This is an optimization exercise on Yosys and OpenROAD, whose aim is small area and a short achievable clock period, not a production implementation.
At most, simulation tests tie the RTL to the original design; equivalence was not proved.
No functional check of the RTL was part of runs 1 and 6.
Power and IR drop assume default switching activity.

## flow/config.mk

```make
export PLATFORM = sky130hd
export DESIGN_NAME = note_lane_scroller
export DESIGN_NICKNAME = note_lane_scroller
export VERILOG_FILES = /design/flow/design.v
export SDC_FILE = /design/flow/constraint.sdc
export NUM_CORES = 8
export LEC_CHECK = 0
export CAP_MARGIN = 20
export CORE_MARGIN = 2
export CORE_UTILIZATION = 45
export GPL_TIMING_DRIVEN = 0
export PLACE_DENSITY = 0.6
export SLEW_MARGIN = 20
```

## flow/constraint.sdc

```tcl
create_clock -name core_clock -period 95.0 [get_ports {clock}]
set_input_delay 19.0000 -clock core_clock [delete_from_list [all_inputs] [get_ports {clock}]]
set_output_delay 19.0000 -clock core_clock [all_outputs]
set_load 0.01 [all_outputs]
```

## flow/design.v

```verilog
package note_pkg;
  localparam int DEF_SPAWN_Y = 0;
  localparam int DEF_HIT_Y   = 420;
  localparam int DEF_HIT_WIN = 16;
  localparam int DEF_LANES   = 4;
  localparam int DEF_LANE_W  = 2;
  localparam int DEF_POS_W   = 10;
endpackage
module note_slot_pick #(
  parameter int N = 40
) (
  input  logic [N-1:0] mask_i,
  output logic [N-1:0] onehot_o,
  output logic         found_o
);
  assign onehot_o = mask_i & (~mask_i + N'(1));
  assign found_o  = |mask_i;
endmodule
module note_popcount20 (
  input  logic [19:0] x,
  output logic [4:0] y
);
  logic t1, t2, t3, t4, t5, t6, t7, t8, t9, t10, t11, t12, t13, t14, t15, t16, t17, t18, t19, t20, t21, t22, t23, t24, t25, t26, t27, t28, t29, t30, t31, t32, t33, t34, t35, t36;
  assign t1 = x[0] ^ x[1] ^ x[2];
  assign t2 = (x[0] & x[1]) | (x[0] & x[2]) | (x[1] & x[2]);
  assign t3 = x[3] ^ x[4] ^ x[5];
  assign t4 = (x[3] & x[4]) | (x[3] & x[5]) | (x[4] & x[5]);
  assign t5 = x[6] ^ x[7] ^ x[8];
  assign t6 = (x[6] & x[7]) | (x[6] & x[8]) | (x[7] & x[8]);
  assign t7 = x[9] ^ x[10] ^ x[11];
  assign t8 = (x[9] & x[10]) | (x[9] & x[11]) | (x[10] & x[11]);
  assign t9 = x[12] ^ x[13] ^ x[14];
  assign t10 = (x[12] & x[13]) | (x[12] & x[14]) | (x[13] & x[14]);
  assign t11 = x[15] ^ x[16] ^ x[17];
  assign t12 = (x[15] & x[16]) | (x[15] & x[17]) | (x[16] & x[17]);
  assign t13 = x[18] ^ x[19];
  assign t14 = x[18] & x[19];
  assign t15 = t1 ^ t3 ^ t5;
  assign t16 = (t1 & t3) | (t1 & t5) | (t3 & t5);
  assign t17 = t7 ^ t9 ^ t11;
  assign t18 = (t7 & t9) | (t7 & t11) | (t9 & t11);
  assign t19 = t2 ^ t4 ^ t6;
  assign t20 = (t2 & t4) | (t2 & t6) | (t4 & t6);
  assign t21 = t8 ^ t10 ^ t12;
  assign t22 = (t8 & t10) | (t8 & t12) | (t10 & t12);
  assign t23 = t15 ^ t17 ^ t13;
  assign t24 = (t15 & t17) | (t15 & t13) | (t17 & t13);
  assign t25 = t16 ^ t18 ^ t19;
  assign t26 = (t16 & t18) | (t16 & t19) | (t18 & t19);
  assign t27 = t21 ^ t14;
  assign t28 = t21 & t14;
  assign t29 = t24 ^ t25 ^ t27;
  assign t30 = (t24 & t25) | (t24 & t27) | (t25 & t27);
  assign t31 = t26 ^ t28 ^ t20;
  assign t32 = (t26 & t28) | (t26 & t20) | (t28 & t20);
  assign t33 = t30 ^ t31 ^ t22;
  assign t34 = (t30 & t31) | (t30 & t22) | (t31 & t22);
  assign t35 = t34 ^ t32;
  assign t36 = t34 & t32;
  assign y = {t36, t35, t33, t29, t23};
endmodule
module note_lane_scroller #(
  parameter  int LANES   = note_pkg::DEF_LANES,
  parameter  int SLOTS   = 40,
  parameter  int POS_W   = note_pkg::DEF_POS_W,
  parameter  int SPEED_W = 4,
  parameter  int SPAWN_Y = note_pkg::DEF_SPAWN_Y,
  parameter  int HIT_Y   = note_pkg::DEF_HIT_Y,
  parameter  int HIT_WIN = note_pkg::DEF_HIT_WIN,
  localparam int IDX_W   = $clog2(SLOTS),
  localparam int LANE_W  = $clog2(LANES),
  localparam int CNT_W   = $clog2(SLOTS + 1)
) (
  input  logic               clock,
  input  logic               reset_n,
  input  logic               tick,
  input  logic [SPEED_W-1:0] speed,
  input  logic               chart_valid,
  input  logic [LANES-1:0]   chart_lanes,
  output logic               chart_ready,
  input  logic [LANES-1:0]   strum,
  output logic [LANES-1:0]   hit,
  output logic [LANES-1:0]   miss,
  output logic [LANES-1:0]   bad_strum,
  input  logic [IDX_W-1:0]   rd_idx,
  output logic               rd_valid,
  output logic [LANE_W-1:0]  rd_lane,
  output logic [POS_W-1:0]   rd_pos,
  output logic [CNT_W-1:0]   active_count,
  output logic               overflow
);
  localparam int PW = 9;
  localparam logic [PW-1:0] P_OFS   = 9'd11;
  localparam logic [PW-1:0] P_SPAWN = PW'(SPAWN_Y) + P_OFS;
  localparam int NQ = 4;                        
  localparam int QS = SLOTS / NQ;
  localparam int CG = 2;                        
  localparam int GS = SLOTS / CG;
  localparam int GW = $clog2(GS + 1);
  typedef logic [SLOTS-1:0] plane_t;
  plane_t              sv_q;                    
  plane_t [LANE_W-1:0] sl_q;                    
  plane_t [PW-1:0]     sp_q;                    
  logic                ready_q;
  logic [LANES-1:0]    pend_q;
  logic [LANES-1:0]    hit_q, bad_q;
  logic [1:0][LANES-1:0] miss_q;               
  logic [CNT_W-1:0]    base_q;
  logic [CG-1:0][GW-1:0] gone_q;
  logic                ovf_q;
  logic                rdv_q;
  logic [LANE_W-1:0]   rdl_q;
  logic [PW-1:0]       rdp_q;
  plane_t          inwin;                       
  plane_t          zone;                        
  plane_t [3:0]    lane_oh;                     
  assign inwin = sv_q & sp_q[8] & sp_q[7] &
                 (sp_q[5] | (sp_q[4] & sp_q[3] & sp_q[2] & sp_q[1] & sp_q[0]));
  assign zone  = sp_q[8] & sp_q[7] & ~sp_q[6] & sp_q[5] & sp_q[4];
  assign lane_oh[0] = ~sl_q[1] & ~sl_q[0];
  assign lane_oh[1] = ~sl_q[1] &  sl_q[0];
  assign lane_oh[2] =  sl_q[1] & ~sl_q[0];
  assign lane_oh[3] =  sl_q[1] &  sl_q[0];
  plane_t                win;                   
  logic [LANES-1:0]      found;
  plane_t                cand  [LANES];
  logic [NQ-1:0][QS-1:0] alive [LANES][7];      
  logic [NQ-1:0][5:0]    qmax  [LANES];
  logic [NQ-1:0]         qany  [LANES];
  logic [NQ-1:0][QS-1:0] qpick [LANES];
  logic [NQ-1:0]         qsel  [LANES];
  logic [5:0]            lmax  [LANES];       
  always_comb begin
    for (int l = 0; l < LANES; l++) begin
      cand[l]     = inwin & lane_oh[l];
      found[l]    = |cand[l];
      alive[l][0] = cand[l];
      for (int q = 0; q < NQ; q++) begin
        qany[l][q] = |alive[l][0][q];
        for (int i = 0; i < 6; i++) begin
          qmax[l][q][5-i]     = |(alive[l][i][q] & sp_q[5-i][q*QS +: QS]);
          alive[l][i+1][q]    = alive[l][i][q] & (sp_q[5-i][q*QS +: QS] | {QS{~qmax[l][q][5-i]}});
        end
        qpick[l][q] = alive[l][6][q] & (~alive[l][6][q] + QS'(1));
      end
    end
  end
  always_comb begin
    win = '0;
    for (int l = 0; l < LANES; l++) begin
      logic b01, b23, bfin, a01, a23;
      logic [5:0] m01, m23;
      b01  = qany[l][1] & (~qany[l][0] | (qmax[l][1] > qmax[l][0]));
      m01  = b01 ? qmax[l][1] : qmax[l][0];
      a01  = qany[l][0] | qany[l][1];
      b23  = qany[l][3] & (~qany[l][2] | (qmax[l][3] > qmax[l][2]));
      m23  = b23 ? qmax[l][3] : qmax[l][2];
      a23  = qany[l][2] | qany[l][3];
      bfin = a23 & (~a01 | (m23 > m01));
      qsel[l] = {bfin & b23, bfin & ~b23, ~bfin & b01, ~bfin & ~b01};
      lmax[l] = bfin ? m23 : m01;
      for (int q = 0; q < NQ; q++) win[q*QS +: QS] = win[q*QS +: QS] | (qpick[l][q] & {QS{qsel[l][q]}});
    end
  end
  plane_t            free_oh;
  logic              free_found;
  logic [LANES-1:0]  pend_oh;
  logic              pend_found;
  logic [LANE_W-1:0] pend_lane;
  plane_t            alloc;
  note_slot_pick #(.N(SLOTS)) u_free (
    .mask_i   (~sv_q),
    .onehot_o (free_oh),
    .found_o  (free_found)
  );
  note_slot_pick #(.N(LANES)) u_pend (
    .mask_i   (pend_q),
    .onehot_o (pend_oh),
    .found_o  (pend_found)
  );
  assign pend_lane = {pend_oh[3] | pend_oh[2], pend_oh[3] | pend_oh[1]};
  assign alloc     = ready_q ? '0 : free_oh;
  logic [3:0]      step;
  plane_t [PW:0]   carry;
  plane_t [PW-1:0] sum;
  plane_t          over;                        
  plane_t          hit_sel;                     
  plane_t          strummed;
  plane_t          sv_d;
  plane_t [PW-1:0] sp_d;
  plane_t [PW-1:0] step_pl;                   
  assign step = tick ? speed : '0;
  always_comb for (int b = 0; b < PW; b++) step_pl[b] = (b < 4) ? {SLOTS{step[b % 4]}} : '0;
  always_comb begin
    carry[0] = '0;
    for (int b = 0; b < PW; b++) begin
      sum[b]     = sp_q[b] ^ step_pl[b] ^ carry[b];
      carry[b+1] = (sp_q[b] & step_pl[b]) | (sp_q[b] & carry[b]) | (step_pl[b] & carry[b]);
    end
    over     = sv_q & zone & carry[4];
    hit_sel  = ({SLOTS{strum[0]}} & lane_oh[0]) | ({SLOTS{strum[1]}} & lane_oh[1]) |
               ({SLOTS{strum[2]}} & lane_oh[2]) | ({SLOTS{strum[3]}} & lane_oh[3]);
    strummed = win & hit_sel;
    sv_d     = (sv_q & ~over & ~strummed) | alloc;
    for (int b = 0; b < PW; b++) sp_d[b] = P_SPAWN[b] ? (sum[b] | alloc) : (sum[b] & ~alloc);
  end
  logic [LANES-1:0]       over_any, hit_keep;
  logic [1:0][LANES-1:0]  over_other, miss_d;
  logic [4:0]             hit_ge;               
  logic [CG-1:0][GW-1:0]  gone_d;
  logic [CNT_W-1:0]       count_now, base_d;
  always_comb begin
    for (int l = 0; l < LANES; l++) begin
      over_any[l]   = found[l] & (lmax[l][5:4] == 2'b11) & ((5'(lmax[l][3:0]) + 5'(step)) >= 5'd16);
      for (int h = 0; h < 2; h++) begin
        over_other[h][l] = |(over[h*(SLOTS/2) +: SLOTS/2] & lane_oh[l][h*(SLOTS/2) +: SLOTS/2] &
                             ~win[h*(SLOTS/2) +: SLOTS/2]);
      end
      miss_d[0][l] = strum[l] ? over_other[0][l] : over_any[l];
      miss_d[1][l] = strum[l] & over_other[1][l];
    end
    hit_keep  = strum & found & ~over_any;
    hit_ge[0] = 1'b1;
    hit_ge[1] = |hit_keep;
    hit_ge[2] = (hit_keep[0] & (hit_keep[1] | hit_keep[2] | hit_keep[3])) | (hit_keep[1] & (hit_keep[2] | hit_keep[3])) |
                (hit_keep[2] & hit_keep[3]);
    hit_ge[3] = (hit_keep[0] & hit_keep[1] & (hit_keep[2] | hit_keep[3])) | (hit_keep[2] & hit_keep[3] & (hit_keep[0] | hit_keep[1]));
    hit_ge[4] = &hit_keep;
  end
  for (genvar g = 0; g < CG; g++) begin : g_gone
    note_popcount20 u_pc (
      .x (over[g*GS +: GS]),
      .y (gone_d[g])
    );
  end
  always_comb begin
    count_now = base_q;
    for (int g = 0; g < CG; g++) count_now = count_now - CNT_W'(gone_q[g]);
    begin
      logic [CNT_W-1:0] c;
      c = count_now + CNT_W'(!ready_q && free_found);
      base_d = hit_ge[4] ? c - CNT_W'(4) : hit_ge[3] ? c - CNT_W'(3) : hit_ge[2] ? c - CNT_W'(2) :
               hit_ge[1] ? c - CNT_W'(1) : c;
    end
  end
  plane_t            rsel;
  logic              rdv_d;
  logic [LANE_W-1:0] rdl_d;
  logic [PW-1:0]     rdp_d;
  always_comb begin
    rsel  = (IDX_W'(rd_idx) < IDX_W'(SLOTS)) ? (plane_t'(1) << rd_idx) : '0;
    rdv_d = |(rsel & sv_q);
    for (int b = 0; b < LANE_W; b++) rdl_d[b] = |(rsel & sl_q[b]);
    for (int b = 0; b < PW; b++)     rdp_d[b] = |(rsel & sp_q[b]);
  end
  always_ff @(posedge clock or negedge reset_n) begin
    if (!reset_n) begin
      sv_q    <= '0;
      ready_q <= 1'b1;
      pend_q  <= '0;
      hit_q   <= '0;
      miss_q  <= '0;
      bad_q   <= '0;
      base_q  <= '0;
      gone_q  <= '0;
      ovf_q   <= 1'b0;
      rdv_q   <= 1'b0;
    end else begin
      sv_q   <= sv_d;
      hit_q  <= strum & found;
      bad_q  <= strum & ~found;
      miss_q <= miss_d;
      base_q <= base_d;
      gone_q <= gone_d;
      rdv_q  <= rdv_d;
      if (ready_q) begin
        if (chart_valid && (chart_lanes != '0)) begin
          pend_q  <= chart_lanes;
          ready_q <= 1'b0;
        end
      end else begin
        if (!free_found) ovf_q <= 1'b1;
        pend_q <= pend_q & ~pend_oh;
        if ((pend_q & ~pend_oh) == '0) ready_q <= 1'b1;
      end
    end
  end
  always_ff @(posedge clock) begin
    sp_q  <= sp_d;
    for (int s = 0; s < SLOTS; s++) begin
      if (alloc[s]) begin
        for (int b = 0; b < LANE_W; b++) sl_q[b][s] <= pend_lane[b];
      end
    end
    rdl_q <= rdl_d;
    rdp_q <= rdp_d;
  end
  assign chart_ready  = ready_q;
  assign hit          = hit_q;
  assign miss         = miss_q[0] | miss_q[1];
  assign bad_strum    = bad_q;
  assign rd_valid     = rdv_q;
  assign rd_lane      = rdl_q;
  assign rd_pos       = {1'b0, rdp_q - P_OFS};
  assign active_count = count_now;
  assign overflow     = ovf_q;
endmodule
```

## flow/flow/run.sh

```bash
#!/bin/bash
# Layout flow: the standard ORFS flow (standard.sh) with these changes:
#  - synthesis maps the logic for area (ABC "map -a", no Yosys full-adder extraction); registers
#    are mapped exactly as in the standard synthesis (flow/synth.tcl);
#  - ports are buffered with sky130_fd_sc_hd__buf_2;
#  - the resizer's setup repair works toward a setup margin (flow/margin.txt), so that it
#    shortens the paths that set the achieved clock period. The clock and constraints are the standard flow's;
#  - clock tree synthesis arguments come from flow/cts_args.txt.
# Each step's full output goes to a log file in this folder.
set -euo pipefail
HERE=$(pwd)
FLOWDIR=$HERE/flow
MARGIN=$(cat $FLOWDIR/margin.txt)
CTSARGS=$(cat $FLOWDIR/cts_args.txt)
sed -e "s|SYNTH_SCRIPT=[^ ]*|SYNTH_SCRIPT=$FLOWDIR/synth.tcl|" standard.sh > own_synth.sh
sed -e "s|\"\${@:-finish}\"|SETUP_SLACK_MARGIN=$MARGIN BUFFER_PORTS_ARGS=\"-buffer_cell sky130_fd_sc_hd__buf_2\" CTS_ARGS=\"$CTSARGS\" \"\${@:-finish}\"|" standard.sh > own_layout.sh
export CUSTOM_ABC_SCRIPT=$FLOWDIR/abc_area.script
bash own_synth.sh synth > flow_synth.log 2>&1
bash own_layout.sh > flow_layout.log 2>&1
```

## flow/flow/abc_area.script

```
strash; dch; map -a
```

## flow/flow/cts_args.txt

```
-sink_clustering_enable -repair_clock_nets -dont_use_dummy_load -buf_list sky130_fd_sc_hd__clkbuf_8 -sink_clustering_size 12 -sink_clustering_max_diameter 100
```

## flow/flow/margin.txt

```
72
```

## flow/flow/synth.tcl

```tcl
proc synth {args} { yosys synth -nofsm -noshare {*}$args }
# Map combinational logic for area: use our own ABC script in place of the one ORFS picks.
proc abc {args} {
  set i [lsearch -exact $args -script]
  if { $i >= 0 } { lset args [expr {$i + 1}] $::env(CUSTOM_ABC_SCRIPT) }
  yosys abc {*}$args
}
# Leave adders to ABC instead of Yosys's full/half-adder cell extraction.
proc extract_fa {args} { }
source $::env(SCRIPTS_DIR)/synth.tcl
# left out here: clear keep_hierarchy, flatten, clean up, hide names made inside functions, write 1_2_yosys.v
```

## flow/standard.sh

```bash
#!/bin/bash
# synth_recipe.tcl (not shown) runs the flow's synth.tcl, then flattens the netlist and writes it again
# the make line also repeats each setting of config.mk as NAME=value (left out here)
make -C /OpenROAD-flow-scripts/flow DESIGN_CONFIG=/design/flow/config.mk WORK_HOME=/design/flow/orfs CLKGATE_MAP_FILE= SYNTH_SCRIPT=/design/flow/synth_recipe.tcl "${@:-finish}"
```

==> impl_metrics.py, run 1 <==
metrics = {
    "timing": {
        "setup_tns_ns": 0,
        "hold_viol_final": 0,
        "fin_crit_ns": 22.83,
        "setup_violations": 0,
        "worst_slack_ns": 72.17,
        "tightest_slew_ns": 1.35,
        "fmax_ghz": 0.0438,
        "report.final.slew_viol_count": 0,
        "rsz0062_at_grt": "true",
        "skew_ns": 0.0698,
        "hold_ws_ns": 0.481,
        "relSlewSlack_pct": 10.2,
        "period_share_pct": 24.0,
    },
    "routing": {
        "ant_nets": 0,
        "dr_wl_met2_mm": 105,
        "met3WireLength_mm": 55.6,
        "m1WireLength_mm": 110,
        "drc": 0,
        "vias_per_cell": 6.82,
        "wire_per_inst_um": 31.0,
        "dr.pass1.iters": 9,
        "dr.max_layer_used": "met5",
        "drt_iter0_markers": 11900,
        "num_vias": 63600,
        "routed_wl_mm": 290,
    },
    "cts": {
        "htree_num_levels": 2,
        "clkTransAtPathRegs_ns": 0.08,
        "cts.sinks": 530,
        "cts.path.max_buffers": 3,
        "cts-root-buf": "clkbuf_8",
        "cts-buffers-inserted": 53,
        "cts-hold-fix-buffers": 0,
        "clk-insertion-delay-late_ns": 0.83,
        "cts_tree": "built",
    },
    "final_layout": {
        "fillCellCount": 11100,
        "areaGrowthSynthToFinish_pct": 9.65,
        "finalNonFillerCells": 9333,
        "multi_input_comb_area_um2": 30800,
        "final-seq-area_um2": 11800,
        "nNetsFinal": 7960,
        "final_util_pct": 49.8,
        "drive_gt1_share_pct": 4.96,
    },
    "yosys": {
        "synth_top_area_share_pct": 15.7,
        "synth_top_area_cell": "dfxtp_1",
        "synth-seq-cells": 530,
        "synth_warnings": 8,
        "avgSynthCellArea_um2": 6.07,
        "ys.flop_type": "dfxtp_1",
        "synth_most_common_cell": "nor2_1",
        "netlist_top_cells_count": "1522 x nor2_1, 1434 x clkinv_1, 916 x nand2_1",
        "syn_nets": 7786,
        "synth_area_leaders": "dfxtp_1 16%, nor2_1 12%, clkinv_1 11%, o21ai_0 8.8%, nand2_1 7.3%",
        "synth_area_um2": 47200,
        "synth_cell_types": 59,
        "seq_area_frac_synth_pct": 25.0,
        "synthArstFlopShare_pct": 14.9,
        "synth_cells": 7764,
        "synth_enable_flop_cells": 80,
    },
    "floorplan": {
        "fp-row-count": 118,
        "num_io_pins": 55,
        "dieWidth_um": 328,
        "die_area_um2": 107000,
        "initial_core_util_pct": 45.4,
        "die_y_um": 328,
        "core-area_um2": 104000,
    },
    "place": {
        "hpwlAfterDp_mm": 227,
        "gp_congestion": 1.18,
        "dp_cells": 9219,
        "preCtsSetupSlack_ns": 68.68,
        "portBuffers": 53,
    },
    "setup_path": {
        "arrival_ns": 23.44,
        "startpoint_type": "input pin",
        "critical_path_class": "in -> reg",
        "crit_fanout": 12,
        "cp-end-kind": "flip-flop",
        "required_ns": 95.61,
    },
    "power": {
        "pwr-share-clk_pct": 7.8,
        "pwr_density_cell_nw_per_um2": 35.5,
        "comb_power_share_pct": 62.5,
        "vdd_drop_max_v": 0.0000379,
        "total_leakage_power_nw": 18.5,
        "power_switching_mw": 1.18,
        "switching_share_pct": 64.5,
        "internal-power_mw": 0.653,
        "pwr-share-seq_pct": 29.7,
    },
    "global_route": {
        "grt_pass1_vias": 55800,
        "grt_max_degree": 51,
        "grt-ovfl-total": 0,
        "antenna_found_initial": 15,
        "grt_usage_pct": 51.0,
        "grt_pass1_wl_mm": 395,
    },
    "job": {
        "drv_cap": 0,
    },
    "status": {
        "status": "finished clean",
    },
    "hold_path": {
        "hp-class": "reg -> reg",
    },
}
==> per-layer routing <==
metal  track usage [%]  vias to the layer above
li1                  -                    27400
met1              67.3                    29800
met2              65.1                     5445
met3              28.1                      916
met4              26.4                       25
met5             0.399                        -
==> metrics by stage <==
stage,power (mW),cell area [um2]
after floorplan,1.10,47200
after global placement,1.56,49200
after detailed placement,1.58,49700
after CTS,1.72,50900
after global routing,1.89,51700
final,1.84,51700
==> registers in the layout (all words and copies together) (netlist names), 6 cells and up <==
register,cells
base_q,6
rdp_q,9
miss_q,8
gone_q,10
sl_q,80
sp_q,360
sv_q,40
==> area by class of cell <==
class	count	area share, %
Antenna cell	17	0.0823
Tap cell	1380	3.34
Inverter	1434	10.6
Sequential cell	530	22.8
Multi-Input combinational cell	5806	59.6
Timing Repair Buffer	109	1.95
Buffer	1	0.0145
Timing Repair inverter	3	0.102
Clock buffer	53	1.41
==> worst max-delay path, cell delays in order <==
cell      delay [ns]
buf_16          0.17
buf_12          0.16
nand2_8         0.21
nor2_1          0.30
a21oi_1         0.14
nor2_1          0.10
nor2_1          0.08
o21bai_1        0.29
nand2_1         0.11
nor2_1          0.35
nand3_1         0.36
nor2_1          0.39
nand3_1         0.32
o31ai_1         0.25
a221oi_1        0.10
nand3_1         0.21
a21oi_1         0.06
a41oi_1         0.80
==> worst paths after layout <==
kind / slack, ns / endpoint / cells after the start / startpoint
max: 72.17 / miss_q[5] / 18 / tick
min: 0.48 / sp_q[329] / 2 / sp_q[329]
max reg2reg: 76.19 / miss_q[3] / 52 / sp_q[135]
min reg2reg: 0.48 / sp_q[329] / 2 / sp_q[329]
max in group asynchronous: 76.11 / sv_q[16] / 2 / reset_n
min in group asynchronous: 18.16 / sv_q[39] / 1 / reset_n
==> repair_timing <==
action                     CTS  global route
cloned                       8             3
buffers inserted            14            18
gates resized for setup     49            86
pin swaps                    4            11
setup endpoints to repair   18             8
==> power by group through the flow <==
stage / Clock [mW] / Sequential, mW / Combinational [mW]
floorplan: 0 / 0.439 / 0.658
global placement: 0 / 0.526 / 1.03
detailed placement: 0 / 0.526 / 1.05
CTS: 0.140 / 0.522 / 1.06
global route: 0.146 / 0.544 / 1.20
finish: 0.143 / 0.546 / 1.15
==> logic make-up after synthesis <==
family	after synthesis	share of synthesized area [%]
xor gates and xnor gates	169	3.14
and+or+nand+nor	3215	28.5
adders and majority gates	3	0.0637
DFF	530	25.0
other	1	0.00795
buffers and inverters	1435	11.4
AOI/OAI and AO/OA	2411	31.8
==> layout by cell type (no fill, tap or decap), drive strengths merged, types with 101 or more instances in the layout <==
cell type,Yosys,routed
nand3,178,178
a21oi,475,475
o21ai,826,826
clkinv,1434,1435
xor2,127,127
a22oi,203,203
dfxtp,371,371
a221oi,114,114
o21bai,122,122
o22ai,246,246
nor3,333,333
nand4,101,101
buf,1,108
nand2,916,923
nor2,1522,1522
==> inputs of run 2 (changes only) <==
--- a/flow/design.v
+++ b/flow/design.v
@@ -125,40 +125,33 @@
   logic [LANES-1:0]      found;
   plane_t                cand  [LANES];
   logic [NQ-1:0][QS-1:0] alive [LANES][7];      
+  logic [NQ-1:0]         qalive[LANES][7];      
   logic [NQ-1:0][5:0]    qmax  [LANES];
-  logic [NQ-1:0]         qany  [LANES];
   logic [NQ-1:0][QS-1:0] qpick [LANES];
   logic [NQ-1:0]         qsel  [LANES];
-  logic [5:0]            lmax  [LANES];       
+  logic [5:0]            lmax  [LANES];         
   always_comb begin
     for (int l = 0; l < LANES; l++) begin
       cand[l]     = inwin & lane_oh[l];
       found[l]    = |cand[l];
       alive[l][0] = cand[l];
-      for (int q = 0; q < NQ; q++) begin
-        qany[l][q] = |alive[l][0][q];
-        for (int i = 0; i < 6; i++) begin
-          qmax[l][q][5-i]     = |(alive[l][i][q] & sp_q[5-i][q*QS +: QS]);
-          alive[l][i+1][q]    = alive[l][i][q] & (sp_q[5-i][q*QS +: QS] | {QS{~qmax[l][q][5-i]}});
+      for (int q = 0; q < NQ; q++) qalive[l][0][q] = |alive[l][0][q];
+      for (int i = 0; i < 6; i++) begin
+        for (int q = 0; q < NQ; q++) begin
+          qmax[l][q][5-i]  = |(alive[l][i][q] & sp_q[5-i][q*QS +: QS]);
+          alive[l][i+1][q] = alive[l][i][q] & (sp_q[5-i][q*QS +: QS] | {QS{~qmax[l][q][5-i]}});
         end
-        qpick[l][q] = alive[l][6][q] & (~alive[l][6][q] + QS'(1));
+        lmax[l][5-i]    = |(qalive[l][i] & {qmax[l][3][5-i], qmax[l][2][5-i], qmax[l][1][5-i], qmax[l][0][5-i]});
+        qalive[l][i+1]  = qalive[l][i] & ({qmax[l][3][5-i], qmax[l][2][5-i], qmax[l][1][5-i], qmax[l][0][5-i]} |
+                                          {NQ{~lmax[l][5-i]}});
       end
+      for (int q = 0; q < NQ; q++) qpick[l][q] = alive[l][6][q] & (~alive[l][6][q] + QS'(1));
+      qsel[l] = qalive[l][6] & (~qalive[l][6] + NQ'(1));
     end
   end
   always_comb begin
     win = '0;
     for (int l = 0; l < LANES; l++) begin
-      logic b01, b23, bfin, a01, a23;
-      logic [5:0] m01, m23;
-      b01  = qany[l][1] & (~qany[l][0] | (qmax[l][1] > qmax[l][0]));
-      m01  = b01 ? qmax[l][1] : qmax[l][0];
-      a01  = qany[l][0] | qany[l][1];
-      b23  = qany[l][3] & (~qany[l][2] | (qmax[l][3] > qmax[l][2]));
-      m23  = b23 ? qmax[l][3] : qmax[l][2];
-      a23  = qany[l][2] | qany[l][3];
-      bfin = a23 & (~a01 | (m23 > m01));
-      qsel[l] = {bfin & b23, bfin & ~b23, ~bfin & b01, ~bfin & ~b01};
-      lmax[l] = bfin ? m23 : m01;
       for (int q = 0; q < NQ; q++) win[q*QS +: QS] = win[q*QS +: QS] | (qpick[l][q] & {QS{qsel[l][q]}});
     end
   end
==> flow/flow/margin.txt (replaced) <==
73
==> impl_metrics.py, run 2 <==
metrics = {
    "cts": {
        "cts.sinks": 530,
        "cts_tree": "built",
        "clkTransAtPathRegs_ns": 0.08,
        "htree_num_levels": 2,
        "clk-insertion-delay-late_ns": 0.83,
        "cts-buffers-inserted": 52,
        "cts-root-buf": "clkbuf_8",
        "cts.path.max_buffers": 3,
        "cts-hold-fix-buffers": 0,
    },
    "timing": {
        "fmax_ghz": 0.0444,
        "rsz0062_at_grt": "true",
        "fin_crit_ns": 22.50,
        "period_share_pct": 23.7,
        "hold_viol_final": 0,
        "skew_ns": 0.0325,
        "worst_slack_ns": 72.50,
        "tightest_slew_ns": 1.36,
        "report.final.slew_viol_count": 0,
        "setup_violations": 0,
        "relSlewSlack_pct": 9.00,
        "setup_tns_ns": 0,
    },
    "power": {
        "power_switching_mw": 1.18,
        "pwr_density_cell_nw_per_um2": 34.2,
        "internal-power_mw": 0.666,
        "switching_share_pct": 63.9,
        "pwr-share-seq_pct": 29.9,
        "total_power_mw": 1.84,
        "pwr-share-clk_pct": 7.8,
        "comb_power_share_pct": 62.3,
        "vdd_drop_max_v": 0.0000365,
        "total_leakage_power_nw": 19.4,
    },
    "final_layout": {
        "areaGrowthSynthToFinish_pct": 16.3,
        "finalNonFillerCells": 9327,
        "final_area_um2": 53900,
        "largest_reg_flops": 360,
        "final_cell_mix": "1345 x nor2_1, 1343 x clkinv_1, 814 x o21ai_0, 768 x nand2_1, 479 x a21oi_1",
        "final_common_cell": "nor2_1",
        "drive_gt1_share_pct": 10.3,
        "largest_register": "sp_q",
        "reg_top3": "sp_q: 360 flops, sl_q: 80 flops, sv_q: 40 flops",
        "nNetsFinal": 7942,
    },
    "yosys": {
        "synth_cells": 7565,
        "synthMuxAreaShare_pct": 0,
        "synth_fa_ha_area_share_pct": 0.0216,
        "synthSimpleGateAreaFrac_pct": 27.8,
        "synth-seq-cells": 530,
        "synth_top_area_cell": "dfxtp_1",
        "synth_top_family_by_area": "compound AO/OA/AOI/OAI gates",
        "avgSynthCellArea_um2": 6.12,
        "synth_area_um2": 46300,
        "seq_area_frac_synth_pct": 25.5,
        "netlist_top_cells_count": "1482 x nor2_1, 1393 x clkinv_1, 831 x o21ai_0",
        "synth_xor_area_share_pct": 3.06,
        "synth_most_common_cell": "nor2_1",
        "synth_cell_types": 56,
        "synth_top_area_share_pct": 16.0,
        "synthArstFlopShare_pct": 14.9,
        "synth_area_leaders": "dfxtp_1 16%, nor2_1 12%, clkinv_1 11%, o21ai_0 9.0%, nand2_1 6.6%",
        "synth-compound-area-share_pct": 32.3,
        "synth_warnings": 8,
        "synth_enable_flop_cells": 80,
        "syn_nets": 7587,
        "ys.flop_type": "dfxtp_1",
    },
    "place": {
        "hpwlAfterDp_mm": 237,
        "gp_congestion": 1.16,
        "dp_cells": 9018,
        "portBuffers": 53,
        "dpl-instance-area_um2": 49100,
        "preCtsSetupSlack_ns": 69.39,
    },
    "floorplan": {
        "die_y_um": 325,
        "num_io_pins": 55,
        "dieWidth_um": 325,
        "core-area_um2": 102000,
        "die_area_um2": 105000,
        "fp-row-count": 117,
        "initial_core_util_pct": 45.4,
    },
    "setup_path": {
        "critical_path_class": "in -> reg",
        "crit_family": "simple AND/OR/NAND/NOR gates",
        "reg2reg_slack_ns": 77.57,
        "crit_fanout": 8,
        "r2r_cells": 47,
        "startpoint_type": "input pin",
        "cp.depth": 26,
        "crit_buf_inv": 9,
        "cp-end-kind": "flip-flop",
        "crit_path_top_delay_cell": "nor2_2",
        "required_ns": 95.71,
        "cpPeakStageDelay_ns": 0.29,
        "arrival_ns": 23.21,
    },
    "routing": {
        "num_vias": 64500,
        "ant_nets": 0,
        "vias_per_cell": 6.91,
        "drt_iter0_markers": 11200,
        "drc": 0,
        "dr.pass1.iters": 10,
        "wire_per_inst_um": 33.0,
        "routed_wl_mm": 307,
    },
    "global_route": {
        "grt-ovfl-total": 0,
        "antenna_found_initial": 47,
        "grt_pass1_vias": 57000,
        "grt_usage_pct": 55.1,
        "grt_max_degree": 59,
        "grt_pass1_wl_mm": 418,
    },
    "hold_path": {
        "hp-class": "reg -> reg",
        "hold-path-cell-count": 1,
    },
    "status": {
        "status": "finished clean",
    },
    "job": {
        "drv_cap": 0,
    },
}
-- run 2: worst paths after layout --
check                      startpoint         to
min reg2reg                 sp_q[356]  sp_q[356]
max reg2reg                  sv_q[26]  miss_q[6]
max                          speed[1]  gone_q[8]
min                         sp_q[356]  sp_q[356]
min in group asynchronous     reset_n    sv_q[0]
max in group asynchronous     reset_n  gone_q[0]
-- run 2: final cells by class --
| type | instances | area (um2) |
|---|---|---|
| Fill cell | 10600 | 48000 |
| Timing Repair Buffer | 295 | 2760 |
| Tap cell | 1368 | 1710 |
| Sequential cell | 530 | 11800 |
| Timing Repair inverter | 4 | 60.1 |
| Buffer | 1 | 7.51 |
| Clock buffer | 52 | 716 |
| Multi-Input combinational cell | 5643 | 31300 |
| Inverter | 1393 | 5410 |
| Antenna cell | 41 | 103 |
-- run 2: metal layers --
layer | vias up | share of wire, % | track usage (%)
met1 | 29800 | 35 | 64.4
met3 | 1672 | 17 | 27.1
met5 | - | 0.33 | 5.30
met4 | 34 | 10 | 44.3
met2 | 5783 | 38 | 75.1
li1 | 27200 | - | -
-- run 2: power by group through the flow --
stage | Sequential [mW] | Combinational (mW) | Clock [mW]
2_1_floorplan | 0.440 | 0.599 | 0
6_report | 0.551 | 1.15 | 0.145
3_5_place_dp | 0.531 | 0.990 | 0
5_1_grt | 0.547 | 1.18 | 0.148
3_3_place_gp | 0.530 | 0.960 | 0
4_1_cts | 0.527 | 1.03 | 0.141
-- run 2: per-stage QoR --
stage,hold WS [ns],util (%)
after floorplan,0.435,-
after global placement,0.450,47.5
after detailed placement,0.452,48.2
after CTS,0.464,51.6
after global routing,0.483,52.8
final,0.465,52.9
-- run 2: cell families (layout without fill, tap and decap cells) --
family          count (synthesis)  in the layout
xor+xnor                      162            162
simple gates                 3063           3065
flops                         530            530
other cells                     1             42
buf+inv                      1394           1745
fa+ha+maj                       1              1
compound gates               2414           2414
-- run 2: worst register-to-register path: cells and delay by family (launching register included) --
kind / cells / cell delay, ns
compound gates: 22 / 7.60
simple gates: 18 / 5.98
flops: 1 / 0.59
buf+inv: 7 / 3.18
-- run 2: timing repair --
action / 4_1_cts / 5_1_grt
setup buffers: 159 / 44
gates resized for setup: 292 / 201
gates cloned: 10 / 1
setup endpoints to repair: 73 / 33
pin swaps: 85 / 96
==> inputs of run 3 (changes only) <==
==> flow/flow/abc_area.script (replaced) <==
&get -n; &st; &dch -f; &nf -a -R 1000; &put
==> flow/flow/margin.txt (replaced) <==
72
==> flow/config.mk (replaced) <==
export PLATFORM = sky130hd
export DESIGN_NAME = note_lane_scroller
export DESIGN_NICKNAME = note_lane_scroller
export VERILOG_FILES = /design/flow/design.v
export SDC_FILE = /design/flow/constraint.sdc
export NUM_CORES = 8
export LEC_CHECK = 0
export CAP_MARGIN = 30
export CORE_MARGIN = 2
export CORE_UTILIZATION = 55
export GPL_TIMING_DRIVEN = 0
export PLACE_DENSITY = 0.62
export SLEW_MARGIN = 30
==> impl_metrics.py, run 3 <==
metrics = {
    "yosys": {
        "synth_cell_types": 67,
        "synth_top_family_by_area": "compound AO/OA/AOI/OAI gates",
        "synth-seq-cells": 530,
        "synth_enable_flop_cells": 80,
        "synthArstFlopShare_pct": 14.9,
        "synthSimpleGateAreaFrac_pct": 28.9,
        "avgSynthCellArea_um2": 7.75,
        "syn_nets": 5827,
        "synth_warnings": 8,
        "synth_xor_area_share_pct": 5.99,
        "ys.flop_type": "dfxtp_1",
        "synth_fa_ha_area_share_pct": 2.16,
        "netlist_top_cells_count": "739 x nand2_1, 570 x nor2_1, 547 x o21a_1",
        "synth_area_um2": 45000,
        "synth_most_common_cell": "nand2_1",
        "seq_area_frac_synth_pct": 26.2,
        "synth_top_area_share_pct": 16.5,
        "synth_cells": 5805,
        "synth_area_leaders": "dfxtp_1 17%, o21a_1 9.1%, nand2_1 6.2%, edfxtp_1 5.3%, a22oi_1 4.9%",
        "synthMuxAreaShare_pct": 1.65,
        "synth-compound-area-share_pct": 34.1,
        "synth_top_area_cell": "dfxtp_1",
    },
    "power": {
        "vdd_drop_max_v": 0.0000313,
        "pwr-share-clk_pct": 7.9,
        "power_switching_mw": 1.01,
        "total_power_mw": 1.68,
        "total_leakage_power_nw": 17.5,
        "internal-power_mw": 0.671,
        "switching_share_pct": 60.0,
        "pwr_density_cell_nw_per_um2": 33.8,
        "pwr-share-seq_pct": 40.1,
        "comb_power_share_pct": 52.0,
    },
    "final_layout": {
        "finalNonFillerCells": 7085,
        "largest_register": "sp_q",
        "reg_top3": "sp_q: 360 flops, sl_q: 80 flops, sv_q: 40 flops",
        "final_cell_mix": "720 x nand2_1, 547 x o21a_1, 518 x nor2_1, 371 x dfxtp_1, 291 x a22oi_1",
        "drive_gt1_share_pct": 7.82,
        "nNetsFinal": 6035,
        "final_common_cell": "nand2_1",
        "largest_reg_flops": 360,
        "areaGrowthSynthToFinish_pct": 10.4,
        "fillCellCount": 7469,
    },
    "timing": {
        "report.final.slew_viol_count": 0,
        "fin_crit_ns": 22.98,
        "rsz0062_at_grt": "false",
        "setup_violations": 0,
        "skew_ns": 0.0741,
        "relSlewSlack_pct": 5.91,
        "period_share_pct": 24.2,
        "tightest_slew_ns": 1.41,
        "fmax_ghz": 0.0435,
        "worst_slack_ns": 72.02,
        "hold_viol_final": 0,
        "setup_tns_ns": 0,
    },
    "routing": {
        "drc": 0,
        "dr.pass1.iters": 14,
        "wire_per_inst_um": 32.7,
        "ant_nets": 0,
        "num_vias": 54800,
        "routed_wl_mm": 231,
        "drt_iter0_markers": 10600,
        "vias_per_cell": 7.73,
    },
    "cts": {
        "cts_tree": "built",
        "cts-buffers-inserted": 51,
        "cts.path.max_buffers": 3,
        "clkTransAtPathRegs_ns": 0.08,
        "htree_num_levels": 2,
        "cts.sinks": 530,
        "clk-insertion-delay-late_ns": 0.77,
        "cts-root-buf": "clkbuf_8",
    },
    "setup_path": {
        "worstReg2RegStart": "sp_q[190]",
        "crit_fanout": 10,
        "startpoint_type": "input pin",
        "cp-end-kind": "flip-flop",
        "regToRegEndpoint": "miss_q[1]",
        "r2r_cells": 42,
        "required_ns": 95.57,
        "arrival_ns": 23.55,
        "critical_path_class": "in -> reg",
        "reg2reg_slack_ns": 80.55,
    },
    "hold_path": {
        "hp-class": "reg -> reg",
        "hold_start": "ovf_q",
        "min_to": "ovf_q",
        "hold-path-cell-count": 1,
    },
    "global_route": {
        "grt-ovfl-total": 0,
        "antenna_found_initial": 30,
        "grt_pass1_wl_mm": 328,
        "grt_pass1_vias": 48500,
        "grt_max_degree": 63,
        "grt_usage_pct": 51.9,
    },
    "status": {
        "status": "finished clean",
    },
    "place": {
        "dp_cells": 6970,
        "hpwlAfterDp_mm": 176,
        "gp_congestion": 1.11,
        "portBuffers": 53,
        "preCtsSetupSlack_ns": 70.64,
    },
    "floorplan": {
        "initial_core_util_pct": 55.7,
        "fp-row-count": 104,
        "die_y_um": 290,
        "num_io_pins": 55,
        "die_area_um2": 84100,
        "dieWidth_um": 290,
        "core-area_um2": 80800,
    },
    "job": {
        "drv_cap": 0,
    },
}
[run 3: worst max-delay path by stage]
stage / slack [ns] / start / endpoint
2_1_floorplan: 71.90 / tick / gone_q[9]
3_3_place_gp: 70.16 / tick / gone_q[9]
3_5_place_dp: 70.64 / tick / gone_q[9]
4_1_cts: 72.00 / tick / gone_q[9]
5_1_grt: 71.99 / tick / gone_q[3]
6_report: 72.02 / tick / miss_q[1]
[run 3: worst max-delay path, stage by stage]
cell	delay, ns
buf_4	0.17
and2_4	0.19
buf_12	0.15
buf_4	0.20
nor2_1	0.12
o21ai_1	0.13
maj3_1	0.41
maj3_1	0.42
and3_2	0.28
nor3b_4	0.18
and2_0	0.25
nand3b_1	0.12
o21ai_0	0.27
a2111oi_2	0.76
nand4_1	0.20
nor4_1	0.58
a21oi_1	0.08
[run 3: per-stage QoR]
| stage | util, % | cell area, um2 | hold WS [ns] |
|---|---|---|---|
| 6_report | 61.5 | 49700 | 0.471 |
| 4_1_cts | 60.5 | 48900 | 0.483 |
| 5_1_grt | 61.4 | 49600 | 0.498 |
| 3_5_place_dp | 59.4 | 48000 | 0.457 |
| 3_3_place_gp | 58.0 | 46900 | 0.436 |
| 2_1_floorplan | - | 45300 | 0.443 |
[run 3: final cells by class]
cell class                 instances  area (um2)  area share, %
antenna                           14        35.0         0.0705
tap                             1060        1330           2.67
clock buffer                      51         702           1.41
timing repair buffer             152        1400           2.82
inverter                         115         434          0.874
sequential                       530       11800           23.8
multi-input combinational       5162       33900           68.3
buffer                             1        7.51         0.0151
[run 3: power by group through the flow]
| stage | combinational [mW] | sequential, mW | clock [mW] |
|---|---|---|---|
| finish | 0.872 | 0.673 | 0.133 |
| global route | 0.915 | 0.672 | 0.138 |
| CTS | 0.814 | 0.639 | 0.131 |
| detailed placement | 0.808 | 0.643 | 0 |
| global placement | 0.763 | 0.639 | 0 |
| floorplan | 0.535 | 0.508 | 0 |
[run 3: routing by layer]
layer	track usage (%)	up-vias	wire, um
met3	23.7	1133	41800
met4	33.6	20	19500
met2	69.8	4684	86700
met1	66.4	25600	83100
met5	0.964	-	310
li1	-	23300	-
[run 3: cells by family (layout without fill, tap and decap cells)]
group,after synthesis,count (layout)
mux,33,33
other cells,1,15
flops,530,530
compound gates,2088,2088
fa+ha+maj,97,97
buf+inv,116,319
xor+xnor,306,306
simple gates,2634,2637
[run 3: what timing repair did]
item	4_1_cts	5_1_grt
cloned	5	3
hold buffers	0	0
endpoints found under the setup margin	7	7
setup buffers	9	28
pin swaps	7	25
resized for setup	18	80
==> inputs of run 4 (changes only) <==
--- a/flow/config.mk
+++ b/flow/config.mk
@@ -9,5 +9,5 @@
 export CORE_MARGIN = 2
 export CORE_UTILIZATION = 55
 export GPL_TIMING_DRIVEN = 0
-export PLACE_DENSITY = 0.62
+export PLACE_DENSITY = 0.7
 export SLEW_MARGIN = 30
==> impl_metrics.py, run 4 <==
metrics = {
    "yosys": {
        "seq_area_frac_synth_pct": 26.2,
        "synth_warnings": 8,
        "synth_cell_types": 67,
        "synth_area_leaders": "dfxtp_1 17%, o21a_1 9.1%, nand2_1 6.2%, edfxtp_1 5.3%, a22oi_1 4.9%",
        "synth_top_area_cell": "dfxtp_1",
        "synth_cells": 5805,
        "synthArstFlopShare_pct": 14.9,
        "netlist_top_cells_count": "739 x nand2_1, 570 x nor2_1, 547 x o21a_1",
        "synth_area_um2": 45000,
        "synth_enable_flop_cells": 80,
        "ys.flop_type": "dfxtp_1",
        "synth_most_common_cell": "nand2_1",
        "synth_top_area_share_pct": 16.5,
        "syn_nets": 5827,
        "synth-seq-cells": 530,
        "avgSynthCellArea_um2": 7.75,
    },
    "place": {
        "portBuffers": 53,
        "hpwlAfterDp_mm": 176,
        "gp_congestion": 1.13,
        "dp_cells": 6971,
        "preCtsSetupSlack_ns": 70.76,
    },
    "final_layout": {
        "fillCellCount": 7330,
        "largest_register": "sp_q",
        "largest_reg_flops": 360,
        "areaGrowthSynthToFinish_pct": 10.4,
        "drive_gt1_share_pct": 7.78,
        "final_common_cell": "nand2_1",
        "reg_top3": "sp_q: 360 flops, sl_q: 80 flops, sv_q: 40 flops",
        "nNetsFinal": 6036,
        "final_util_pct": 61.5,
        "finalNonFillerCells": 7080,
        "final_cell_mix": "722 x nand2_1, 547 x o21a_1, 520 x nor2_1, 371 x dfxtp_1, 291 x a22oi_1",
    },
    "timing": {
        "rsz0062_at_grt": "false",
        "setup_tns_ns": 0,
        "period_share_pct": 24.1,
        "relSlewSlack_pct": 14.8,
        "report.final.slew_viol_count": 0,
        "skew_ns": 0.0793,
        "fin_crit_ns": 22.91,
        "worst_slack_ns": 72.09,
        "hold_viol_final": 0,
        "hold_ws_ns": 0.458,
        "tightest_slew_ns": 1.27,
        "fmax_ghz": 0.0437,
        "setup_violations": 0,
    },
    "routing": {
        "wire_per_inst_um": 32.7,
        "dr.pass1.iters": 11,
        "drc": 0,
        "ant_nets": 0,
        "vias_per_cell": 7.71,
        "num_vias": 54600,
        "drt_iter0_markers": 11100,
        "routed_wl_mm": 232,
    },
    "cts": {
        "cts-buffers-inserted": 52,
        "cts-root-buf": "clkbuf_8",
        "cts_tree": "built",
        "clkTransAtPathRegs_ns": 0.08,
        "cts.sinks": 530,
        "clk-insertion-delay-late_ns": 0.77,
        "htree_num_levels": 2,
        "cts.path.max_buffers": 3,
    },
    "setup_path": {
        "critical_path_class": "in -> reg",
        "crit_chain": "buf_6 > and2_4 > clkbuf_16 > nor2_1 > o21ai_2 > maj3_1 > maj3_1 > and2_1 > nand2_1 > or3_1 > maj3_1 > xnor2_2 > buf_4 > maj3_1 > nor2_2 > nand2b_1 > xnor2_1 > maj3_1 > a211oi_1",
        "crit_family": "adder cells",
        "crit_path_top_delay_cell": "maj3_1",
        "cp_common_cell": "maj3_1",
        "crit_buf_inv": 3,
        "crit_fanout": 17,
        "required_ns": 95.64,
        "cpPeakStageDelay_ns": 0.50,
        "startpoint_type": "input pin",
        "cp-end-kind": "flip-flop",
        "arrival_ns": 23.55,
    },
    "global_route": {
        "grt_pass1_vias": 48100,
        "grt_max_degree": 63,
        "grt-ovfl-total": 0,
        "antenna_found_initial": 20,
        "grt_pass1_wl_mm": 326,
        "grt_usage_pct": 51.8,
    },
    "status": {
        "status": "finished clean",
    },
    "power": {
        "total_leakage_power_nw": 17.5,
        "pwr_density_cell_nw_per_um2": 33.8,
        "vdd_drop_max_v": 0.0000305,
    },
    "floorplan": {
        "die_area_um2": 84100,
        "dieWidth_um": 290,
        "fp-row-count": 104,
        "core-area_um2": 80800,
        "die_y_um": 290,
        "num_io_pins": 55,
        "initial_core_util_pct": 55.7,
    },
    "job": {
        "drv_cap": 0,
    },
    "hold_path": {
        "hp-class": "reg -> reg",
    },
}
-- run 4: changes by cell type in the layout (fill, tap and decap cells not counted), sizes merged --
cell    change
buf         -2
diode       -6
clkbuf      +6
bufbuf      -2
and2        -1
-- run 4: what timing repair did --
action | CTS | global route
cloned | 2 | 6
hold buffers | 0 | 0
setup endpoints to repair | 8 | 6
resized for setup | 18 | 78
buffers inserted | 6 | 28
pin swaps | 5 | 27
-- run 4: final timing paths --
kind                           start  slack, ns  depth (start not counted)   endpoint
setup / recovery            speed[1]      72.09                         19  gone_q[9]
hold / removal                 ovf_q       0.46                          1      ovf_q
setup reg to reg           sp_q[131]      80.72                         44  miss_q[5]
hold reg to reg                ovf_q       0.46                          1      ovf_q
max in group asynchronous    reset_n      76.14                          2   sv_q[17]
min in group asynchronous    reset_n      18.19                          1    sv_q[4]
-- run 4: final cells by class --
class / instances / area [um2] / share of cell area [%]
antenna: 8 / 20.0 / 0.0403
buffer: 1 / 7.51 / 0.0151
clock buffer: 52 / 716 / 1.44
inverter: 115 / 434 / 0.874
multi-input combinational: 5161 / 34000 / 68.3
sequential: 530 / 11800 / 23.8
tap: 1060 / 1330 / 2.67
timing repair buffer: 153 / 1410 / 2.83
-- run 4: per-layer routing --
metal,vias to the layer above,part of all wire (%),global-route usage [%]
met1,25400,36,65.9
met5,-,0.092,0.964
met3,1145,18,25.1
li1,23300,-,-
met4,16,8.3,32.3
met2,4754,37,69.5
-- run 4: report_power, final --
group	internal, mW	total (mW)	switching, mW	leakage, nW
sequential	0.336	0.682	0.346	4.74
combinational	0.288	0.863	0.575	12.4
clock	0.0485	0.133	0.0850	0.374
total	0.673	1.68	1.01	17.5
-- run 4: stage by stage --
stage	area, um2	power, mW
after CTS	48900	1.58
after detailed placement	48000	1.45
after global placement	46900	1.40
after global routing	49700	1.73
final	49700	1.68
after floorplan	45300	1.04
-- run 4: kinds of logic after synthesis --
group,Yosys count,share of synthesized area [%]
flip-flops,530,26.2
AND/OR/NAND/NOR,2634,28.9
other,1,0.00834
multiplexers,33,1.65
AO/OA/AOI/OAI,2088,34.1
XOR/XNOR,306,5.99
adder cells (fa/ha/maj),97,2.16
buffers and inverters,116,0.976
==> inputs of run 5 (changes only) <==
--- a/flow/config.mk
+++ b/flow/config.mk
@@ -8,6 +8,6 @@
 export CAP_MARGIN = 30
 export CORE_MARGIN = 2
 export CORE_UTILIZATION = 55
-export GPL_TIMING_DRIVEN = 0
+export GPL_TIMING_DRIVEN = 1
 export PLACE_DENSITY = 0.7
 export SLEW_MARGIN = 30
==> impl_metrics.py, run 5 <==
metrics = {
    "yosys": {
        "syn_nets": 5827,
        "synthMuxAreaShare_pct": 1.65,
        "avgSynthCellArea_um2": 7.75,
        "synth_top_area_cell": "dfxtp_1",
        "netlist_top_cells_count": "739 x nand2_1, 570 x nor2_1, 547 x o21a_1",
        "synth_cell_types": 67,
        "synth_warnings": 8,
        "synth_top_family_by_area": "compound AO/OA/AOI/OAI gates",
        "synth_area_leaders": "dfxtp_1 17%, o21a_1 9.1%, nand2_1 6.2%, edfxtp_1 5.3%, a22oi_1 4.9%",
        "synth_most_common_cell": "nand2_1",
        "synth_cells": 5805,
        "synth-seq-cells": 530,
        "synthArstFlopShare_pct": 14.9,
        "ys.flop_type": "dfxtp_1",
        "seq_area_frac_synth_pct": 26.2,
        "synth_top_area_share_pct": 16.5,
        "synthSimpleGateAreaFrac_pct": 28.9,
        "synth_area_um2": 45000,
        "synth_enable_flop_cells": 80,
        "synth-compound-area-share_pct": 34.1,
        "synth_fa_ha_area_share_pct": 2.16,
        "synth_xor_area_share_pct": 5.99,
    },
    "global_route": {
        "antenna_found_initial": 32,
        "grt_pass1_wl_mm": 336,
        "grt-ovfl-total": 0,
        "grt_pass1_vias": 49700,
        "grt_usage_pct": 53.3,
        "grt_max_degree": 63,
    },
    "final_layout": {
        "largest_reg_flops": 360,
        "final_cell_mix": "720 x nand2_1, 547 x o21a_1, 544 x nor2_1, 371 x dfxtp_1, 291 x a22oi_1",
        "areaGrowthSynthToFinish_pct": 10.9,
        "final_area_um2": 49900,
        "drive_gt1_share_pct": 8.20,
        "nNetsFinal": 6134,
        "largest_register": "sp_q",
        "reg_top3": "sp_q: 360 flops, sl_q: 80 flops, sv_q: 40 flops",
        "final_common_cell": "nand2_1",
    },
    "power": {
        "power_switching_mw": 1.04,
        "pwr-share-clk_pct": 7.8,
        "pwr_density_cell_nw_per_um2": 34.7,
        "total_leakage_power_nw": 17.8,
        "internal-power_mw": 0.688,
        "pwr-share-seq_pct": 35.0,
        "vdd_drop_max_v": 0.0000324,
        "switching_share_pct": 60.2,
        "comb_power_share_pct": 57.2,
        "total_power_mw": 1.73,
    },
    "floorplan": {
        "core-area_um2": 80800,
        "die_area_um2": 84100,
        "dieWidth_um": 290,
        "initial_core_util_pct": 55.7,
        "num_io_pins": 55,
        "fp-row-count": 104,
        "die_y_um": 290,
    },
    "setup_path": {
        "cp-end-kind": "flip-flop",
        "arrival_ns": 23.53,
        "crit_fanout": 41,
        "startpoint_type": "input pin",
        "critical_path_class": "in -> reg",
        "required_ns": 95.62,
    },
    "place": {
        "hpwlAfterDp_mm": 182,
        "gp_congestion": 1.12,
        "preCtsSetupSlack_ns": 70.49,
        "dpl-instance-area_um2": 48400,
        "portBuffers": 53,
    },
    "timing": {
        "fin_crit_ns": 22.90,
        "relSlewSlack_pct": 17.5,
        "setup_tns_ns": 0,
        "hold_viol_final": 0,
        "report.final.slew_viol_count": 0,
        "fmax_ghz": 0.0437,
        "setup_violations": 0,
        "skew_ns": 0.0719,
        "tightest_slew_ns": 1.23,
        "worst_slack_ns": 72.10,
        "rsz0062_at_grt": "false",
        "period_share_pct": 24.1,
    },
    "hold_path": {
        "hp-class": "reg -> reg",
    },
    "routing": {
        "routed_wl_mm": 242,
        "ant_nets": 0,
        "wire_per_inst_um": 33.6,
        "vias_per_cell": 7.84,
        "drc": 0,
        "drt_iter0_markers": 11700,
        "num_vias": 56300,
        "dr.pass1.iters": 15,
    },
    "status": {
        "status": "finished clean",
    },
    "cts": {
        "cts.path.max_buffers": 3,
        "cts_tree": "built",
        "cts-root-buf": "clkbuf_8",
        "htree_num_levels": 2,
        "cts.sinks": 530,
        "cts-buffers-inserted": 52,
        "clk-insertion-delay-late_ns": 0.75,
        "cts-hold-fix-buffers": 0,
        "clkTransAtPathRegs_ns": 0.10,
    },
    "job": {
        "drv_cap": 0,
    },
}
[run 5: cell counts after synthesis]
No cell type changed its count.
[run 5: worst paths after layout]
path	start	end	slack (ns)	cells past startpoint
max	tick	gone_q[3]	72.10	18
min	sp_q[339]	sp_q[339]	0.51	1
max reg2reg	sp_q[191]	miss_q[6]	80.39	40
min reg2reg	sp_q[339]	sp_q[339]	0.51	1
max in group asynchronous	reset_n	base_q[3]	75.69	2
min in group asynchronous	reset_n	sv_q[12]	18.18	1
[run 5: what timing repair did]
action                                  in CTS  in global routing
cloned                                       1                  8
endpoints found under the setup margin      10                  7
buffers inserted                             0                 19
resized for setup                           21                 67
pin swaps                                    1                 20
[run 5: cell families after synthesis]
kind of cell    Yosys count
compound gates         2088
xor+xnor                306
other cells               1
mux                      33
fa+ha+maj                97
simple gates           2634
buf+inv                 116
flops                   530
[run 5: critical path, stage by stage]
cell and delay, ns:
clkbuf_4 0.17, and2_4 0.28, buf_8 0.42, buf_8 0.44
maj3_2 0.31, and3_4 0.21, nor4bb_4 0.27, clkinv_1 0.17
maj3_2 0.36, xnor3_2 0.42, a21boi_1 0.16, nor2_2 0.12
a21boi_2 0.17, o22a_1 0.17, nand2_1 0.07, a21o_1 0.20
maj3_2 0.32, xor2_1 0.14
[run 5: metal layers]
metal / wire (um) / global-route usage [%] / part of all wire [%]
met5: 476 / 1.36 / 0.20
met1: 84400 / 67.4 / 35
met3: 45600 / 25.7 / 19
met4: 20300 / 32.9 / 8.4
met2: 90800 / 72.2 / 38
[run 5: stage by stage]
stage,utilization (%),std cells,hold WS (ns)
CTS,60.9,7141,0.508
floorplan,-,5805,0.443
finish,61.8,7180,0.511
global placement,59.7,7082,0.473
global route,61.7,7171,0.530
detailed placement,59.8,7088,0.485
[run 5: cell type report]
cell class	instances	area, um2
diodes	10	25.0
clock buffers	52	716
fillers	7257	30900
inverters	115	434
multi-input cells	5161	33500
flip-flops and latches	530	11800
well taps	1060	1330
repair buffers	252	2050
[run 5: power by group through the flow]
stage                     clock (mW)  combinational [mW]  sequential (mW)
after floorplan                    0               0.535            0.508
after global placement             0               0.889            0.577
after detailed placement           0               0.907            0.580
after CTS                      0.132               0.912            0.576
after global routing           0.139                1.02            0.603
final                          0.135               0.990            0.605
==> inputs of run 6 (changes only) <==
--- a/flow/design.v
+++ b/flow/design.v
@@ -92,7 +92,7 @@
   localparam int PW = 9;
   localparam logic [PW-1:0] P_OFS   = 9'd11;
   localparam logic [PW-1:0] P_SPAWN = PW'(SPAWN_Y) + P_OFS;
-  localparam int NQ = 4;                        
+  localparam int NQ = 2;                        
   localparam int QS = SLOTS / NQ;
   localparam int CG = 2;                        
   localparam int GS = SLOTS / CG;
@@ -141,9 +141,8 @@
           qmax[l][q][5-i]  = |(alive[l][i][q] & sp_q[5-i][q*QS +: QS]);
           alive[l][i+1][q] = alive[l][i][q] & (sp_q[5-i][q*QS +: QS] | {QS{~qmax[l][q][5-i]}});
         end
-        lmax[l][5-i]    = |(qalive[l][i] & {qmax[l][3][5-i], qmax[l][2][5-i], qmax[l][1][5-i], qmax[l][0][5-i]});
-        qalive[l][i+1]  = qalive[l][i] & ({qmax[l][3][5-i], qmax[l][2][5-i], qmax[l][1][5-i], qmax[l][0][5-i]} |
-                                          {NQ{~lmax[l][5-i]}});
+        lmax[l][5-i]    = |(qalive[l][i] & {qmax[l][1][5-i], qmax[l][0][5-i]});
+        qalive[l][i+1]  = qalive[l][i] & ({qmax[l][1][5-i], qmax[l][0][5-i]} | {NQ{~lmax[l][5-i]}});
       end
       for (int q = 0; q < NQ; q++) qpick[l][q] = alive[l][6][q] & (~alive[l][6][q] + QS'(1));
       qsel[l] = qalive[l][6] & (~qalive[l][6] + NQ'(1));
--- a/flow/config.mk
+++ b/flow/config.mk
@@ -8,6 +8,6 @@
 export CAP_MARGIN = 30
 export CORE_MARGIN = 2
 export CORE_UTILIZATION = 55
-export GPL_TIMING_DRIVEN = 1
+export GPL_TIMING_DRIVEN = 0
 export PLACE_DENSITY = 0.7
 export SLEW_MARGIN = 30
==> impl_metrics.py, run 6 <==
metrics = {
    "status": {
        "status": "finished with violations",
        "violations": "capacitance limit, slew limit",
    },
    "timing": {
        "worst_slack_ns": 71.64,
        "fin_crit_ns": 23.36,
        "rsz0062_at_grt": "true",
        "skew_ns": 0.0657,
        "tightest_slew_ns": 2.49,
        "setup_tns_ns": 0,
        "report.final.slew_viol_count": 2,
        "fmax_ghz": 0.0428,
        "relSlewSlack_pct": -65.9,
        "period_share_pct": 24.6,
        "hold_ws_ns": 0.468,
        "hold_viol_final": 0,
        "setup_violations": 0,
    },
    "routing": {
        "num_vias": 58100,
        "ant_nets": 0,
        "drc": 0,
        "routed_wl_mm": 255,
        "vias_per_cell": 7.89,
        "dr.pass1.iters": 15,
        "wire_per_inst_um": 34.7,
        "drt_iter0_markers": 12400,
    },
    "final_layout": {
        "finalNonFillerCells": 7362,
        "drive_gt1_share_pct": 8.96,
        "final_util_pct": 61.9,
        "final_cell_mix": "771 x nand2_1, 630 x nor2_1, 418 x o21ai_0, 371 x dfxtp_1, 306 x o21a_1",
        "nNetsFinal": 6297,
        "fillCellCount": 7421,
        "reg_top3": "sp_q: 360 flops, sl_q: 80 flops, sv_q: 40 flops",
        "largest_register": "sp_q",
        "areaGrowthSynthToFinish_pct": 12.0,
        "final_area_um2": 50600,
        "largest_reg_flops": 360,
        "final_common_cell": "nand2_1",
    },
    "cts": {
        "clkTransAtPathRegs_ns": 0.08,
        "cts.path.max_buffers": 3,
        "clk-insertion-delay-late_ns": 0.74,
        "cts-buffers-inserted": 51,
        "cts_tree": "built",
        "cts-hold-fix-buffers": 0,
        "cts-root-buf": "clkbuf_8",
        "cts.sinks": 530,
        "htree_num_levels": 2,
    },
    "setup_path": {
        "critical_path_class": "in -> reg",
        "cp_common_cell": "nand4_1",
        "cpPeakStageDelay_ns": 2.06,
        "cp-end-kind": "flip-flop",
        "startpoint_type": "input pin",
        "crit_family": "simple AND/OR/NAND/NOR gates",
        "crit_path_top_delay_cell": "a222oi_1",
        "required_ns": 95.34,
        "crit_fanout": 16,
        "crit_buf_inv": 1,
        "crit_chain": "buf_2 > nand4b_1 > nor2_1 > a222oi_1 > nand4_1 > nor3_1 > nand4_1",
        "arrival_ns": 23.70,
    },
    "place": {
        "hpwlAfterDp_mm": 187,
        "portBuffers": 53,
        "dpl-instance-area_um2": 48600,
        "gp_congestion": 1.14,
        "dp_cells": 7230,
        "preCtsSetupSlack_ns": 70.19,
    },
    "yosys": {
        "synth_cell_types": 69,
        "seq_area_frac_synth_pct": 26.1,
        "synth_warnings": 8,
        "synth_most_common_cell": "nand2_1",
        "ys.flop_type": "dfxtp_1",
        "syn_nets": 6012,
        "synth_top_area_cell": "dfxtp_1",
        "synth_cells": 5990,
        "synth_area_um2": 45200,
        "synth_enable_flop_cells": 80,
        "netlist_top_cells_count": "786 x nand2_1, 680 x nor2_1, 456 x o21ai_0",
        "synth_top_area_share_pct": 16.4,
        "avgSynthCellArea_um2": 7.54,
        "synth-seq-cells": 530,
        "synthArstFlopShare_pct": 14.9,
        "synth_area_leaders": "dfxtp_1 16%, nand2_1 6.5%, nor2_1 5.7%, edfxtp_1 5.3%, o21a_1 5.1%",
    },
    "global_route": {
        "antenna_found_initial": 24,
        "grt-ovfl-total": 0,
        "grt_pass1_wl_mm": 366,
        "grt_usage_pct": 57.9,
        "grt_pass1_vias": 52400,
        "grt_max_degree": 59,
    },
    "floorplan": {
        "core-area_um2": 81700,
        "die_y_um": 291,
        "num_io_pins": 55,
        "fp-row-count": 105,
        "die_area_um2": 84400,
        "initial_core_util_pct": 55.3,
        "dieWidth_um": 291,
    },
    "hold_path": {
        "hp-class": "reg -> reg",
    },
    "job": {
        "drv_cap": 1,
    },
    "power": {
        "vdd_drop_max_v": 0.0000342,
        "pwr_density_cell_nw_per_um2": 38.9,
        "total_leakage_power_nw": 18.4,
        "total_power_mw": 1.97,
    },
}
run 6: cell count changes after synthesis, moves of 35 or more:
cell and change:
o21a_1 -241, o21ai_0 +137, nor2_1 +110, a22oi_1 -58
nor3_1 +58, nand2_1 +47, o211ai_1 +44, o221a_1 +35
run 6: layer usage:
metal,vias up,track usage (%),share of wire [%]
met2,5657,83.1,40
met4,6,53.8,13
li1,24100,-,-
met3,1853,24.6,16
met5,-,0.113,0.016
met1,26500,64.5,32
run 6: final timing paths:
path | start | end | slack (ns) | cells after the start
setup / recovery | rd_idx[3] | rdp_q[6] | 71.64 | 7
hold / removal | ovf_q | ovf_q | 0.47 | 1
setup reg to reg | sp_q[20] | miss_q[4] | 76.78 | 55
hold reg to reg | ovf_q | ovf_q | 0.47 | 1
max in group asynchronous | reset_n | hit_q[1] | 76.14 | 2
min in group asynchronous | reset_n | sv_q[24] | 18.14 | 1
run 6: layout make-up:
| cell class | instances | area [um2] | area share (%) |
|---|---|---|---|
| antenna | 19 | 47.5 | 0.0940 |
| buffer | 1 | 7.51 | 0.0148 |
| inverter | 139 | 522 | 1.03 |
| tap | 1070 | 1340 | 2.65 |
| sequential | 530 | 11800 | 23.4 |
| multi-input combinational | 5323 | 34100 | 67.3 |
| timing repair buffer | 229 | 2090 | 4.14 |
| clock buffer | 51 | 702 | 1.39 |
run 6: power by group:
part | internal, mW | leakage [nW] | switching, mW
registers | 0.336 | 4.75 | 0.332
clock network | 0.0476 | 0.367 | 0.0844
logic | 0.350 | 13.3 | 0.818
total | 0.733 | 18.4 | 1.23
run 6: cells by family (layout without fill, tap and decap cells):
logic type,count (synthesis),count (layout),synth area share [%]
simple gates,2899,2902,31.3
compound gates,1990,1990,31.6
flops,530,530,26.1
xor+xnor,300,300,5.85
buf+inv,140,420,1.17
fa+ha+maj,92,92,2.04
mux,38,38,1.84
other cells,1,20,0.00830
run 6: what timing repair did:
item	in CTS	in global routing
gates cloned	4	7
pin swaps	6	28
setup endpoints to repair	12	10
gates resized for setup	18	92
setup buffers	10	32

[static timing again, ports no longer ideal]
In the flow no input, the clock included, has a driving cell. The finished layouts below were timed again as built, in two steps.
Step 1 assumes that a clkbuf_16 drives the clock port and a buf_2 every other input.
Step 2, shift: input delay + t, output delay - t, t = (earliest + latest rising clock arrival at the registers) / 2. This alone moves slack from input paths to output paths.
a / b / c = ideal / step 1 / step 2; a / b = the first two.
run	t, ns	setup slack, ns	hold WS [ns]	slew at the worst register clock pin (ns)	worst slew at a driven data input, ns
run 1	0.880	72.168 / 72.148 / 71.268	0.481 / 0.481 / 0.481	0.12 / 0.12	0.15
run 2	0.893	72.497 / 72.487 / 71.595	0.465 / 0.465 / 0.465	0.11 / 0.11	0.19
run 3	0.812	72.020 / 72.073 / 71.261	0.471 / 0.471 / 0.471	0.11 / 0.11	0.14
run 4	0.800	72.092 / 72.122 / 71.322	0.458 / 0.458 / 0.458	0.11 / 0.11	0.14
run 5	0.788	72.097 / 72.147 / 71.359	0.511 / 0.511 / 0.511	0.12 / 0.12	0.12
run 6	0.784	71.641 / 71.529 / 70.745	0.468 / 0.468 / 0.468	0.10 / 0.10	0.18
For run 2, which loses most, drivers alone change the setup slack by -0.010 ns; drivers and shift together by -0.902 ns.
